This design comes from an exercise in tuning for small area and a short achievable clock period on the open sky130 flow, not from production work.
Function was checked by simulation only, so behaviour that the tests miss may differ from the original.

==> design/flow/config.mk <==
export PLATFORM = sky130hd
export DESIGN_NAME = fir3_top
export DESIGN_NICKNAME = fir3_top
export VERILOG_FILES = /design/flow/design.v
export SDC_FILE = /design/flow/constraint.sdc
export NUM_CORES = 4
export LEC_CHECK = 0
export CAP_MARGIN = 20
export CORE_MARGIN = 2
export CORE_UTILIZATION = 40
export SLEW_MARGIN = 20
==> design/flow/design.v <==
module fir3_top #(
  parameter int W  = 32,
  parameter int XW = 16
) (
  input  logic          CLK,
  input  logic          rst,
  input  logic [XW-1:0] h0,
  input  logic [XW-1:0] h1,
  input  logic [XW-1:0] h2,
  input  logic [XW-1:0] x,
  output logic [W-1:0]  y
);
  localparam int PW = 2 * XW;
  localparam int SW = PW + 2;
  logic [XW-1:0] d0_q, d1_q, d2_q;
  logic [XW-1:0] d0_d, d1_d, d2_d;
  logic [W-1:0]  y_q, y_d;
  logic signed [PW-1:0] p0, p1, p2;
  logic signed [SW-1:0] sum;
  assign p0 = $signed({{XW{h0[XW-1]}}, h0}) * $signed({{XW{d0_q[XW-1]}}, d0_q});
  assign p1 = $signed({{XW{h1[XW-1]}}, h1}) * $signed({{XW{d1_q[XW-1]}}, d1_q});
  assign p2 = $signed({{XW{h2[XW-1]}}, h2}) * $signed({{XW{d2_q[XW-1]}}, d2_q});
  assign sum = SW'(p0) + SW'(p1) + SW'(p2);
  assign y_d  = W'(sum);
  assign d0_d = x;
  assign d1_d = d0_q;
  assign d2_d = d1_q;
  always_ff @(posedge CLK or negedge rst) begin
    if (!rst) begin
      d0_q <= '0;
      d1_q <= '0;
      d2_q <= '0;
      y_q  <= '0;
    end else begin
      d0_q <= d0_d;
      d1_q <= d1_d;
      d2_q <= d2_d;
      y_q  <= y_d;
    end
  end
  assign y = y_q;
endmodule
==> design/flow/run.sh <==
#!/bin/bash
# synth_recipe.tcl (not shown) runs the flow's synth.tcl, then flattens the netlist and writes it again
# the make line also repeats each setting of config.mk as NAME=value (left out here)
make -C /OpenROAD-flow-scripts/flow DESIGN_CONFIG=/design/flow/config.mk WORK_HOME=/design/flow/orfs CLKGATE_MAP_FILE= SYNTH_SCRIPT=/design/flow/synth_recipe.tcl finish
==> design/flow/constraint.sdc <==
create_clock -name core_clock -period 10.0 [get_ports {CLK}]
set_input_delay 2.0000 -clock core_clock [delete_from_list [all_inputs] [get_ports {CLK}]]
set_output_delay 2.0000 -clock core_clock [all_outputs]
set_load 0.01 [all_outputs]
==> results.sh <==
export IMPL_outcome="complete, no violations"
export IMPL_insertion_delay_ns=0.40
export IMPL_setup_tns_ns=0
export IMPL_io_pins=98
export IMPL_relSlewSlack_pct=41.0
export IMPL_synthArstFlopShare_pct=100
export IMPL_synth_distinct_cells=48
export IMPL_hp_class="reg -> reg"
export IMPL_avgViaCountPerCell=4.63
export IMPL_numClockSinks=80
export IMPL_start_kind="input port"
export IMPL_setup_violations=0
export IMPL_cts_setup_buffers=0
export IMPL_core_region_area_um2=79100
export IMPL_numPortBuffers=97
export IMPL_path_delay_family="adder cells"
export IMPL_vias=20700
export IMPL_synth_top_flop_cell="dfrtp_1"
export IMPL_clock_path_buffers=2
export IMPL_avgSynthCellArea_um2=9.73
export IMPL_route_antenna_remaining_nets=0
export IMPL_hold_buffers=0
export IMPL_skew_ns=0.0170
export IMPL_crit_path_end_kind="flip-flop"
export IMPL_synth_seq_area_share_pct=6.26
export IMPL_synth_top_cells_by_area="fa_1 (56%), inv_1 (12%), ha_1 (7.7%), and2_1 (6.7%), dfrtp_1 (6.3%)"
export IMPL_gp_congestion=0.846
export IMPL_drc=0
export IMPL_drt_initial_drc_count=1080
export IMPL_synth_cells=3288
export IMPL_avgRoutedWirePerCell_um=17.8
export IMPL_cpMostUsedCell="fa_1"
export IMPL_track_usage_pct=20.9
export IMPL_synth_seq_cells=80
export IMPL_grt_pass1_vias=23200
export IMPL_final_cell_mix="inv_1 (1,044), fa_1 (899), nand2_1 (382), and2_1 (345), ha_1 (196)"
export IMPL_mappedNetlistArea_um2=32000
export IMPL_n_antenna_cell=0
export IMPL_path_buf_inv=8
export IMPL_grt_overflow=0
export IMPL_rows=103
export IMPL_drv_slew=0
export IMPL_crit_required_ns=10.29
export IMPL_dp_hpwl_um=71200
export IMPL_fin_crit_sh_pct=96.4
export IMPL_drv_cap=0
export IMPL_die_area_um2=82200
export IMPL_yosys_warnings=1
export IMPL_synth_edf_count=0
export IMPL_cts_resized_gates=0
export IMPL_firstDrtPassIters=5
export IMPL_grt_pass1_wl_um=132000
export IMPL_slowest_stage="clkdlybuf4s50_1"
export IMPL_tightest_slew_ns=0.885
export IMPL_path_class="in -> reg"
export IMPL_wl_um=79100
export IMPL_chipHeight_um=287
export IMPL_path_max_fanout=10
export IMPL_grt_max_degree=52
export IMPL_synth_largest_area_cell="fa_1"
export IMPL_max_freq_mhz=104
export IMPL_cts_buffers=9
export IMPL_rsz0062_at_grt="no"
export IMPL_initial_core_util_pct=40.4
export IMPL_arrival_ns=9.93
export IMPL_syn_to_final_growth_pct=9.68
export IMPL_max_stage_delay_ns=0.63
export IMPL_drive_gt1_share_pct=3.82
export IMPL_layout_commonest_cell="inv_1"
export IMPL_antenna_found_initial=4
export IMPL_htreeDepth=3
export IMPL_syn_nets=4449
export IMPL_nNetsFinal=4562
export IMPL_cts_root_buf="clkbuf_16"
export IMPL_whs_ns=0.650
export IMPL_clk_pin_slew_ns=0.08
export IMPL_die_width_um=287
export IMPL_synth_top_cell_area_share_pct=56.3
export IMPL_min_period_ns=9.64
export IMPL_cts_tree="built"
export IMPL_hold_viol_final=0
-- path summary, 6_finish.rpt --
| check | startpoint | to | slack, ns | cells past startpoint |
|---|---|---|---|---|
| max | h1[6] | y_q[29] | 0.36 | 27 |
| min | d1_q[7] | d2_q[7] | 0.65 | 1 |
| max reg2reg | d1_q[4] | y_q[29] | 1.83 | 26 |
| min reg2reg | d1_q[7] | d2_q[7] | 0.65 | 1 |
| max in group asynchronous | rst | d2_q[2] | 7.28 | 2 |
| min in group asynchronous | rst | d0_q[2] | 1.56 | 1 |
-- layout make-up --
| type | count | area [um2] |
|---|---|---|
| Multi-Input combinational cell | 2066 | 25700 |
| Timing Repair Buffer | 200 | 1830 |
| Fill cell | 7693 | 44100 |
| Clock inverter | 6 | 91.3 |
| Clock buffer | 10 | 229 |
| Tap cell | 1050 | 1310 |
| Inverter | 1044 | 3920 |
| Sequential cell | 80 | 2000 |
-- worst reg2reg max path: stages, from the launching register on --
cell,delay (ns)
dfrtp_1,0.69
and2_1,0.35
fa_1,0.53
inv_1,0.07
fa_1,0.47
inv_1,0.05
fa_1,0.52
inv_1,0.06
fa_1,0.53
inv_1,0.05
fa_1,0.60
fa_1,0.47
fa_1,0.50
inv_1,0.05
fa_1,0.45
fa_1,0.50
inv_1,0.04
ha_1,0.34
o21ai_0,0.19
nor2_1,0.10
o31ai_1,0.37
a31oi_2,0.23
buf_4,0.21
o211ai_2,0.23
and2_4,0.22
o21ai_1,0.09
xor2_1,0.15
-- routing by layer --
layer | vias up | wire (um) | share of wire, % | GRT usage (%)
met5 | - | 21 | 0.027 | 0
met4 | 4 | 948 | 1.2 | 3.28
met3 | 44 | 4260 | 5.4 | 3.10
met2 | 423 | 35400 | 45 | 32.3
met1 | 10900 | 38500 | 49 | 31.9
li1 | 9296 | - | - | -
-- synthesized netlist by cell type, types with 2 or more instances --
master    count
nand2b_1     31
a21oi_2       3
and2_1      345
o21bai_1      6
nand3_1       8
a21boi_0      2
xnor2_1      52
a21o_1        6
nor2b_1      14
clkbuf_1     95
xor2_1       10
o21a_1        6
nor3_1       10
nor2_1       34
nand2_1     382
a21oi_1      19
dfrtp_1      80
o21ai_1       2
fa_1        899
a211oi_1      2
buf_1         2
ha_1        196
nand4_1       4
o211ai_2      2
nand3b_1      2
and3_1        2
o21ai_0      10
inv_1      1044
-- registers in the layout, summed over array words and instances, names as in the netlist --
register,flops
d2_q,16
d1_q,16
y_q,32
d0_q,16
-- per-stage QoR --
step	area, um2	std cells	util [%]	setup slack [ns]
after global placement	34800	4440	43.9	-0.00572
final	35100	4456	44.3	0.360
after floorplan	32000	3288	-	0.726
after CTS	35100	4456	44.3	0.387
after detailed placement	34800	4440	43.9	0.00523
after global routing	35100	4456	44.3	0.00714
-- logic make-up (layout without fill, tap and decap cells) --
group           after synthesis  count (layout)  synth area share, %
buf+inv                    1142            1260                 13.4
fa+ha+maj                  1095            1095                 64.0
simple gates                837             837                 13.1
flops                        80              80                 6.26
compound gates               71              71                 1.56
xor+xnor                     62              62                 1.70
mux                           1               1               0.0313

## port drivers added, routing unchanged
The results above use ideal ports. As a check the final layout listed here was re-extracted and re-timed, cells and wires unchanged. Step 1 assumes that a clkbuf_16 drives the clock port and a buf_2 every other input. Step 2 moves the port delays by t, midway between the first and last clock arrival at a register: inputs arrive t later, outputs are due t later. That takes back most of the time a late clock gives input paths. Slacks: no drivers / after step 1 / after step 2; pairs: no drivers / after step 1.
shift t [ns]: 0.447
setup WS [ns]: 0.360 / 0.385 / -0.062
slew at the worst register clock pin (ns): 0.08 / 0.08
worst slew at a driven data input, ns: 0.10
pins driven straight from the clock port: 1
Met with ideal ports but missed after step 2: setup timing in this run. The setup slack of this run moves by +0.025 ns with the drivers and by -0.422 ns with both steps.
